This design comes from an exercise in tuning for small area, a short achievable clock period and few clock cycles on the open sky130 flow, not from production work.
Where RTL was checked, it was by simulation tests only, not by an equivalence proof against the original.
Power is estimated from default activity; no workload was simulated.

oak:
Design tag_value_order_message_parser, start of the top module:
module tag_value_order_message_parser #(
  parameter int unsigned INSTRUMENT_BYTES = 8
) (
  input  logic        clk_i,
  input  logic        rst_ni,
  input  logic        cfg_valid_i,
  input  logic [7:0]  cfg_field_separator_i,
  output logic        cfg_ready_o,
  input  logic        in_valid_i,
  input  logic [7:0]  in_data_byte_i,
  input  logic        in_is_last_i,
  output logic        in_ready_o,
  output logic        out_valid_o,
  input  logic        out_ready_i,
  output logic [6:0]  out_present_mask_o,
  output logic [31:0] out_order_id_o,
  output logic [31:0] out_client_id_o,
  output logic [31:0] out_side_code_o,
  output logic [31:0] out_order_quantity_o,
  output logic [31:0] out_order_kind_o,
  output logic [31:0] out_limit_price_o,
  output logic [63:0] out_instrument_text_o,
  output logic [3:0]  out_instrument_length_o,
  output logic [1:0]  out_status_o
);
clock: 6.0 ns
lec_check: 0
cap_margin: 20
core_margin: 2
core_utilization: 40
setup_slack_margin: 3.5
slew_margin: 20
tns_end_percent: 5
standard.sh (not shown) runs the stock make flow with config.mk's settings and CLKGATE_MAP_FILE= SYNTH_SCRIPT=/design/flow/synth_recipe.tcl, a recipe that flattens the netlist after the stock synthesis.
==> flow/flow/run.sh <==
#!/bin/bash
# The standard layout, with two changes: the port buffers are buf_2 cells in place of
# the delay buffer buffer_ports picks on its own, and synthesis leaves adders to ABC
# (no full/half adder cells), which gives a faster accumulator. Each tool's output
# goes to standard.log.
set -euo pipefail
export BUFFER_PORTS_ARGS="-buffer_cell sky130_fd_sc_hd__buf_2"
export ADDER_MAP_FILE=
bash standard.sh finish > standard.log 2>&1
Changes in maple relative to oak:
diff --git a/flow/design.v b/flow/design.v
--- a/flow/design.v
+++ b/flow/design.v
@@ -72,16 +72,17 @@
   output logic [1:0]  out_status_o
 );
   logic [7:0]  sep_q;
   logic        in_v_q;
   logic [7:0]  byte_q;
   logic [4:0]  dig_q;
   logic        neg_next;
   logic [4:0]  dig_add;
+  logic [4:0]  dig_m12;
   logic        last_q;
   tvo_pkg::field_t      fld_q;
   tvo_pkg::field_t      base;
   tvo_pkg::field_t      fld_d;
   logic        fresh_q;
   logic        pend_q;
   logic        emit_q;
   logic        advance;
@@ -115,17 +116,17 @@
     end else if (in_adv) begin
       in_v_q <= in_valid_i;
     end
   end
   always_ff @(posedge clk_i) begin
     if (in_adv) begin
       byte_q <= in_data_byte_i;
       dig_q  <= {dig_add >= 5'd8, dig_add >= 5'd16,
-                 (dig_add >= 5'd16) ? 3'(dig_add - 5'd12) : dig_add[2:0]};
+                 (dig_add >= 5'd16) ? dig_m12[2:0] : dig_add[2:0]};
       last_q <= in_is_last_i;
     end
   end
   assign is_sep   = (byte_q == sep_q);
   assign is_eq    = (byte_q == tvo_pkg::CHAR_EQUALS);
   assign is_digit = (byte_q[7:4] == 4'h3) && (byte_q[3:0] <= 4'd9);
   assign is_space = (byte_q == tvo_pkg::CHAR_SPACE) || ((byte_q >= tvo_pkg::CHAR_TAB) && (byte_q <= tvo_pkg::CHAR_CR));
   assign base = fresh_q ? tvo_pkg::FIELD_CLEAR : fld_q;
@@ -133,16 +134,17 @@
   assign in_value = !fresh_q && (fld_q.piece_count == 2'd1) && !is_eq;
   assign key_55  = (fld_q.key == tvo_pkg::KS_55);
   assign key_num = (fld_q.key == tvo_pkg::KS_1) || (fld_q.key == tvo_pkg::KS_11) ||
                    (fld_q.key == tvo_pkg::KS_54) || (fld_q.key == tvo_pkg::KS_38) ||
                    (fld_q.key == tvo_pkg::KS_40) || (fld_q.key == tvo_pkg::KS_44);
   assign neg_next = (in_v_q && (byte_q == tvo_pkg::CHAR_MINUS)) ||
                     (!(in_v_q && (byte_q == tvo_pkg::CHAR_PLUS)) && !fresh_q && fld_q.neg);
   assign dig_add  = {1'b0, in_data_byte_i[3:0]} + (neg_next ? 5'd9 : 5'd0);
+  assign dig_m12  = dig_add - 5'd12;
   logic [31:0] csa_a;
   logic [31:0] csa_b;
   logic [31:0] csa_c;
   logic [31:0] csa_d;
   logic [31:0] csa_x1;
   logic [31:0] csa_y1;
   logic [31:0] csa_y1s;
   logic [31:0] csa_x2;
Results
maple was carried through to the last stage, and its layout satisfied the timing, DRC and antenna checks.
In the reports for oak and maple, the larger worst-margin pin slew belongs to oak.
| combinational-cell power consumption | higher: maple |
Of oak and maple, oak shows the lower adder-cell area share of the yosys netlist, with maple above it.
Number of buffers other than clock buffers in the final layout: maple vs oak up 21
oak ended up with sky130_fd_sc_hd__buf_2 as its most common cell after layout, fill and taps aside; maple ended up with sky130_fd_sc_hd__nor2_1.
Fraction of area in registers (higher): oak
Worst setup margin, oak and maple, lower one = maple.
Highest ir drop seen on vdd on maple is up relative to oak.
maple: proportion of power drawn by combinational gates higher than oak
Between oak and maple, the flow reports flip-flop and latch count increasing slightly.
Testbench counts of maple, summed over its fixed seeds: cycles 69,120.
Function not checked in oak: the RTL went through the layout flow alone.


== try-umber ==
The RTL this note starts from:
==> flow/design.v <==
`timescale 1ns / 1ps
package tvo_pkg;
  localparam logic [7:0] SEP_RESET = 8'h7C;
  localparam logic [7:0] CHAR_EQUALS = 8'h3D;
  localparam logic [7:0] CHAR_SPACE  = 8'h20;
  localparam logic [7:0] CHAR_TAB    = 8'h09;
  localparam logic [7:0] CHAR_CR     = 8'h0D;
  localparam logic [7:0] CHAR_PLUS   = 8'h2B;
  localparam logic [7:0] CHAR_MINUS  = 8'h2D;
  localparam logic [3:0] KS_EMPTY = 4'd0;
  localparam logic [3:0] KS_1     = 4'd1;
  localparam logic [3:0] KS_5     = 4'd2;
  localparam logic [3:0] KS_3     = 4'd3;
  localparam logic [3:0] KS_4     = 4'd4;
  localparam logic [3:0] KS_OTHER = 4'd5;
  localparam logic [3:0] KS_11    = 4'd8;
  localparam logic [3:0] KS_55    = 4'd9;
  localparam logic [3:0] KS_54    = 4'd10;
  localparam logic [3:0] KS_38    = 4'd11;
  localparam logic [3:0] KS_40    = 4'd12;
  localparam logic [3:0] KS_44    = 4'd13;
  localparam logic [1:0] PH_SPACE  = 2'd0;
  localparam logic [1:0] PH_SIGN   = 2'd1;
  localparam logic [1:0] PH_DIGITS = 2'd2;
  localparam logic [1:0] PH_STOP   = 2'd3;
  localparam logic [1:0] STATUS_OK       = 2'd0;
  localparam logic [1:0] STATUS_BAD_NUM  = 2'd1;
  localparam logic [1:0] STATUS_TOO_LONG = 2'd2;
  typedef struct packed {
    logic [1:0]  piece_count;
    logic        last_eq;
    logic [3:0]  key;
    logic [3:0]  val_len;
    logic [1:0]  phase;
    logic        neg;
    logic        num_err;
    logic [63:0] buf_q;
  } field_t;
  localparam field_t FIELD_CLEAR = '0;
endpackage
`timescale 1ns / 1ps
module tag_value_order_message_parser #(
  parameter int unsigned INSTRUMENT_BYTES = 8
) (
  input  logic        clk_i,
  input  logic        rst_ni,
  input  logic        cfg_valid_i,
  input  logic [7:0]  cfg_field_separator_i,
  output logic        cfg_ready_o,
  input  logic        in_valid_i,
  input  logic [7:0]  in_data_byte_i,
  input  logic        in_is_last_i,
  output logic        in_ready_o,
  output logic        out_valid_o,
  input  logic        out_ready_i,
  output logic [6:0]  out_present_mask_o,
  output logic [31:0] out_order_id_o,
  output logic [31:0] out_client_id_o,
  output logic [31:0] out_side_code_o,
  output logic [31:0] out_order_quantity_o,
  output logic [31:0] out_order_kind_o,
  output logic [31:0] out_limit_price_o,
  output logic [63:0] out_instrument_text_o,
  output logic [3:0]  out_instrument_length_o,
  output logic [1:0]  out_status_o
);
  logic [7:0]  sep_q;
  logic        in_v_q;
  logic [7:0]  byte_q;
  logic [4:0]  dig9_q;
  logic        last_q;
  tvo_pkg::field_t      fld_q;
  tvo_pkg::field_t      base;
  tvo_pkg::field_t      fld_d;
  logic        fresh_q;
  logic        pend_q;
  logic        emit_q;
  logic        advance;
  logic        is_sep;
  logic        is_eq;
  logic        is_digit;
  logic        is_space;
  logic        key_55;
  logic        key_num;
  logic [4:0]  digit_add;
  logic [31:0] acc_next;
  logic        acc_ovf;
  assign cfg_ready_o = 1'b1;
  always_ff @(posedge clk_i or negedge rst_ni) begin
    if (!rst_ni) begin
      sep_q <= tvo_pkg::SEP_RESET;
    end else if (cfg_valid_i) begin
      sep_q <= cfg_field_separator_i;
    end
  end
  logic out_v_q;
  logic clr_q;
  assign advance    = !(pend_q && (out_v_q || clr_q));
  assign in_ready_o = advance;
  always_ff @(posedge clk_i or negedge rst_ni) begin
    if (!rst_ni) begin
      in_v_q <= 1'b0;
    end else if (advance) begin
      in_v_q <= in_valid_i;
    end
  end
  always_ff @(posedge clk_i) begin
    if (advance) begin
      byte_q <= in_data_byte_i;
      dig9_q <= {1'b0, in_data_byte_i[3:0]} + 5'd9;
      last_q <= in_is_last_i;
    end
  end
  assign is_sep   = (byte_q == sep_q);
  assign is_eq    = (byte_q == tvo_pkg::CHAR_EQUALS);
  assign is_digit = (byte_q[7:4] == 4'h3) && (byte_q[3:0] <= 4'd9);
  assign is_space = (byte_q == tvo_pkg::CHAR_SPACE) || ((byte_q >= tvo_pkg::CHAR_TAB) && (byte_q <= tvo_pkg::CHAR_CR));
  assign base = fresh_q ? tvo_pkg::FIELD_CLEAR : fld_q;
  logic in_value;
  assign in_value = !fresh_q && (fld_q.piece_count == 2'd1) && !is_eq;
  assign key_55  = (fld_q.key == tvo_pkg::KS_55);
  assign key_num = (fld_q.key == tvo_pkg::KS_1) || (fld_q.key == tvo_pkg::KS_11) ||
                   (fld_q.key == tvo_pkg::KS_54) || (fld_q.key == tvo_pkg::KS_38) ||
                   (fld_q.key == tvo_pkg::KS_40) || (fld_q.key == tvo_pkg::KS_44);
  logic [31:0] acc_x;
  logic [31:0] acc_y;
  logic [31:0] acc_z;
  logic [31:0] acc_s;
  logic [31:0] acc_k;
  assign digit_add = fld_q.neg ? dig9_q : {1'b0, byte_q[3:0]};
  assign acc_x     = {fld_q.buf_q[28:0], 3'b000};
  assign acc_y     = {fld_q.buf_q[30:0], 1'b0};
  assign acc_z     = {27'd0, digit_add};
  assign acc_s     = acc_x ^ acc_y ^ acc_z;
  assign acc_k     = {(acc_x[30:0] & acc_y[30:0]) | (acc_x[30:0] & acc_z[30:0]) |
                      (acc_y[30:0] & acc_z[30:0]), 1'b0};
  assign acc_next  = acc_s + acc_k;
  assign acc_ovf   = !fld_q.buf_q[31] &&
                     ((fld_q.buf_q[30:0] > 31'd214748364) ||
                      ((fld_q.buf_q[30:0] == 31'd214748364) && (digit_add >= 5'd8)) ||
                      ((fld_q.buf_q[30:0] == 31'd214748363) && (digit_add == 5'd18)));
  always_comb begin
    fld_d = base;
    fld_d.buf_q = fresh_q ? 64'd0 : fld_q.buf_q;
    if (is_eq) begin
      if (base.piece_count != 2'd3) begin
        fld_d.piece_count = base.piece_count + 2'd1;
      end
      fld_d.last_eq = 1'b1;
    end else begin
      fld_d.last_eq = 1'b0;
      if (base.piece_count == 2'd0) begin
        unique case (base.key)
          tvo_pkg::KS_EMPTY: begin
            unique case (byte_q)
              8'h31:   fld_d.key = tvo_pkg::KS_1;
              8'h35:   fld_d.key = tvo_pkg::KS_5;
              8'h33:   fld_d.key = tvo_pkg::KS_3;
              8'h34:   fld_d.key = tvo_pkg::KS_4;
              default: fld_d.key = tvo_pkg::KS_OTHER;
            endcase
          end
          tvo_pkg::KS_1:    fld_d.key = (byte_q == 8'h31) ? tvo_pkg::KS_11 : tvo_pkg::KS_OTHER;
          tvo_pkg::KS_5:    fld_d.key = (byte_q == 8'h35) ? tvo_pkg::KS_55 :
                               (byte_q == 8'h34) ? tvo_pkg::KS_54 : tvo_pkg::KS_OTHER;
          tvo_pkg::KS_3:    fld_d.key = (byte_q == 8'h38) ? tvo_pkg::KS_38 : tvo_pkg::KS_OTHER;
          tvo_pkg::KS_4:    fld_d.key = (byte_q == 8'h30) ? tvo_pkg::KS_40 :
                               (byte_q == 8'h34) ? tvo_pkg::KS_44 : tvo_pkg::KS_OTHER;
          default: fld_d.key = tvo_pkg::KS_OTHER;
        endcase
      end
    end
    if (in_value) begin
      if (fld_q.val_len != 4'd15) begin
        fld_d.val_len = fld_q.val_len + 4'd1;
      end
      if (key_55) begin
        for (int i = 0; i < INSTRUMENT_BYTES; i++) begin
          if (fld_q.val_len == 4'(i)) begin
            fld_d.buf_q[i*8 +: 8] = byte_q;
          end
        end
      end
      if (key_num && (fld_q.phase != tvo_pkg::PH_STOP)) begin
        if (is_digit) begin
          fld_d.buf_q[31:0] = acc_next;
          if (acc_ovf) begin
            fld_d.num_err = 1'b1;
            fld_d.phase   = tvo_pkg::PH_STOP;
          end else begin
            fld_d.phase   = tvo_pkg::PH_DIGITS;
          end
        end else if ((fld_q.phase == tvo_pkg::PH_SPACE) && is_space) begin
          fld_d.phase = tvo_pkg::PH_SPACE;
        end else if ((fld_q.phase == tvo_pkg::PH_SPACE) &&
                     ((byte_q == tvo_pkg::CHAR_PLUS) || (byte_q == tvo_pkg::CHAR_MINUS))) begin
          fld_d.neg         = (byte_q == tvo_pkg::CHAR_MINUS);
          fld_d.buf_q[31:0] = (byte_q == tvo_pkg::CHAR_MINUS) ? 32'hFFFF_FFFF : 32'd0;
          fld_d.phase       = tvo_pkg::PH_SIGN;
        end else begin
          if (fld_q.phase != tvo_pkg::PH_DIGITS) begin
            fld_d.num_err = 1'b1;
          end
          fld_d.phase = tvo_pkg::PH_STOP;
        end
      end
    end
  end
  always_ff @(posedge clk_i) begin
    if (advance && in_v_q) begin
      fld_q  <= is_sep ? base : fld_d;
      emit_q <= last_q;
    end
  end
  always_ff @(posedge clk_i or negedge rst_ni) begin
    if (!rst_ni) begin
      fresh_q <= 1'b1;
      pend_q  <= 1'b0;
    end else if (advance) begin
      if (in_v_q) begin
        fresh_q <= is_sep || last_q;
        pend_q  <= is_sep || last_q;
      end else begin
        pend_q  <= 1'b0;
      end
    end
  end
  logic        close;
  logic        take;
  logic        hasval;
  logic        taken;
  logic        num_bad;
  logic        wr_instr;
  logic        err_long;
  logic [5:0]  wr_num;
  logic        err_num;
  logic [31:0] num_val;
  logic [5:0][31:0] vals_q;
  logic [63:0] instr_q;
  logic [3:0]  ilen_q;
  logic [6:0]  mask_q;
  logic [1:0]  status_q;
  logic [6:0]  mask_set;
  assign close = pend_q && !out_v_q && !clr_q;
  assign take  = out_v_q && out_ready_i;
  assign hasval  = (fld_q.val_len != 4'd0);
  assign taken   = hasval && (((fld_q.piece_count == 2'd1) && !fld_q.last_eq) ||
                              ((fld_q.piece_count == 2'd2) && fld_q.last_eq));
  assign num_bad = fld_q.num_err || (fld_q.phase == tvo_pkg::PH_SPACE) || (fld_q.phase == tvo_pkg::PH_SIGN);
  assign num_val = fld_q.buf_q[31:0] ^ {32{fld_q.neg}};
  logic [5:0] key_slot;
  assign key_slot = {fld_q.key == tvo_pkg::KS_44, fld_q.key == tvo_pkg::KS_40, fld_q.key == tvo_pkg::KS_38,
                     fld_q.key == tvo_pkg::KS_54, fld_q.key == tvo_pkg::KS_1,  fld_q.key == tvo_pkg::KS_11};
  assign wr_instr = close && taken && (fld_q.key == tvo_pkg::KS_55) &&
                    (fld_q.val_len <= 4'(INSTRUMENT_BYTES));
  assign err_long = close && taken && (fld_q.key == tvo_pkg::KS_55) &&
                    (fld_q.val_len > 4'(INSTRUMENT_BYTES));
  assign wr_num   = (close && taken && !num_bad) ? key_slot : 6'd0;
  assign err_num  = close && taken && num_bad && (key_slot != 6'd0);
  assign mask_set = {wr_num[5], wr_num[4], wr_num[3], wr_num[2], wr_instr, wr_num[1], wr_num[0]};
  always_ff @(posedge clk_i or negedge rst_ni) begin
    if (!rst_ni) begin
      clr_q   <= 1'b1;
      out_v_q <= 1'b0;
    end else begin
      clr_q <= take;
      if (take) begin
        out_v_q <= 1'b0;
      end else if (close && emit_q) begin
        out_v_q <= 1'b1;
      end
    end
  end
  always_ff @(posedge clk_i) begin
    if (clr_q) begin
      mask_q   <= '0;
      status_q <= tvo_pkg::STATUS_OK;
    end else begin
      mask_q <= mask_q | mask_set;
      if (status_q == tvo_pkg::STATUS_OK) begin
        if (err_num) begin
          status_q <= tvo_pkg::STATUS_BAD_NUM;
        end else if (err_long) begin
          status_q <= tvo_pkg::STATUS_TOO_LONG;
        end
      end
    end
  end
  always_ff @(posedge clk_i) begin
    if (clr_q) begin
      instr_q <= '0;
      ilen_q  <= '0;
    end else if (wr_instr) begin
      instr_q <= fld_q.buf_q;
      ilen_q  <= fld_q.val_len;
    end
  end
  for (genvar s = 0; s < 6; s++) begin : g_slot
    always_ff @(posedge clk_i) begin
      if (clr_q) begin
        vals_q[s] <= '0;
      end else if (wr_num[s]) begin
        vals_q[s] <= num_val;
      end
    end
  end
  assign out_valid_o             = out_v_q;
  assign out_present_mask_o      = mask_q;
  assign out_order_id_o          = vals_q[0];
  assign out_client_id_o         = vals_q[1];
  assign out_side_code_o         = vals_q[2];
  assign out_order_quantity_o    = vals_q[3];
  assign out_order_kind_o        = vals_q[4];
  assign out_limit_price_o       = vals_q[5];
  assign out_instrument_text_o   = instr_q;
  assign out_instrument_length_o = ilen_q;
  assign out_status_o            = status_q;
endmodule
clock: 6.0 ns
lec_check: 0
cap_margin: 20
core_margin: 2
core_utilization: 40
setup_slack_margin: 3.5
slew_margin: 20
run.sh (not shown) runs the stock make flow with config.mk's settings and CLKGATE_MAP_FILE= SYNTH_SCRIPT=/design/flow/synth_recipe.tcl, a recipe that flattens the netlist after the stock synthesis.
Stock flow here: none of the scripts above is used.
[inputs] try-lagoon vs try-umber
-- flow/design.v --
<<< try-umber, line 68
  logic        in_v_q;
  logic [7:0]  byte_q;
  logic [4:0]  dig9_q;
  logic        last_q;
  tvo_pkg::field_t      fld_q;
>>> try-lagoon, line 68
  logic        in_v_q;
  logic [7:0]  byte_q;
  logic [4:0]  dig_q;
  logic        neg_next;
  logic        last_q;
  tvo_pkg::field_t      fld_q;
<<< try-umber, line 108
    if (advance) begin
      byte_q <= in_data_byte_i;
      dig9_q <= {1'b0, in_data_byte_i[3:0]} + 5'd9;
      last_q <= in_is_last_i;
    end
>>> try-lagoon, line 109
    if (advance) begin
      byte_q <= in_data_byte_i;
      dig_q  <= {1'b0, in_data_byte_i[3:0]} + (neg_next ? 5'd9 : 5'd0);
      last_q <= in_is_last_i;
    end
<<< try-umber, line 123
                   (fld_q.key == tvo_pkg::KS_54) || (fld_q.key == tvo_pkg::KS_38) ||
                   (fld_q.key == tvo_pkg::KS_40) || (fld_q.key == tvo_pkg::KS_44);
  logic [31:0] acc_x;
  logic [31:0] acc_y;
>>> try-lagoon, line 124
                   (fld_q.key == tvo_pkg::KS_54) || (fld_q.key == tvo_pkg::KS_38) ||
                   (fld_q.key == tvo_pkg::KS_40) || (fld_q.key == tvo_pkg::KS_44);
  assign neg_next = in_v_q ? fld_d.neg : fld_q.neg;
  logic [31:0] acc_x;
  logic [31:0] acc_y;
<<< try-umber, line 128
  logic [31:0] acc_s;
  logic [31:0] acc_k;
  assign digit_add = fld_q.neg ? dig9_q : {1'b0, byte_q[3:0]};
  assign acc_x     = {fld_q.buf_q[28:0], 3'b000};
  assign acc_y     = {fld_q.buf_q[30:0], 1'b0};
>>> try-lagoon, line 130
  logic [31:0] acc_s;
  logic [31:0] acc_k;
  assign digit_add = dig_q;
  assign acc_x     = {fld_q.buf_q[28:0], 3'b000};
  assign acc_y     = {fld_q.buf_q[30:0], 1'b0};
==> run notes <==
Between try-lagoon and try-umber, sequential share of cell area is lower for try-umber, try-lagoon comes in above that.
try-lagoon completed end to end with timing, DRC and antenna clean.
try-lagoon ended with less net total in the final layout than try-umber.
The utilization in try-lagoon was lower than what try-umber gave.
The setup slack of try-lagoon is larger than that of try-umber.
try-umber → try-lagoon: cell area -about 3%, synthesis-to-finish area growth -0.35 points, die area -about 2.6%.
No run of this note included a check of the RTL's function; only the layout flow was run.

[what the ideal ports hide]
How much do the figures lean on ideal ports? The routed layouts below were timed once more, with nothing changed but the port constraints.
Step 1: set_driving_cell puts a clkbuf_16 on clk_i and a buf_2 on each other input, an assumption about the parent block.
Step 2 times the ports against the registers' clock, not the clock port: input delays grow and output delays shrink by t, the midpoint of the rising clock arrivals with the driver on.
Three values: ideal ports, drivers, drivers and shift; two values: the first two.
run | shift t [ns] | slack for setup (ns) | worst register clock-pin slew, ns
oak | 0.649 | 3.249 / 3.249 / 3.249 | 0.07 / 0.07
maple | 0.650 | 3.006 / 3.006 / 3.006 | 0.07 / 0.07
try-umber | 0.627 | 2.304 / 2.304 / 2.304 | 0.07 / 0.07
try-lagoon | 0.637 | 2.572 / 2.572 / 2.572 | 0.07 / 0.07
After both steps every run listed still meets setup and hold.
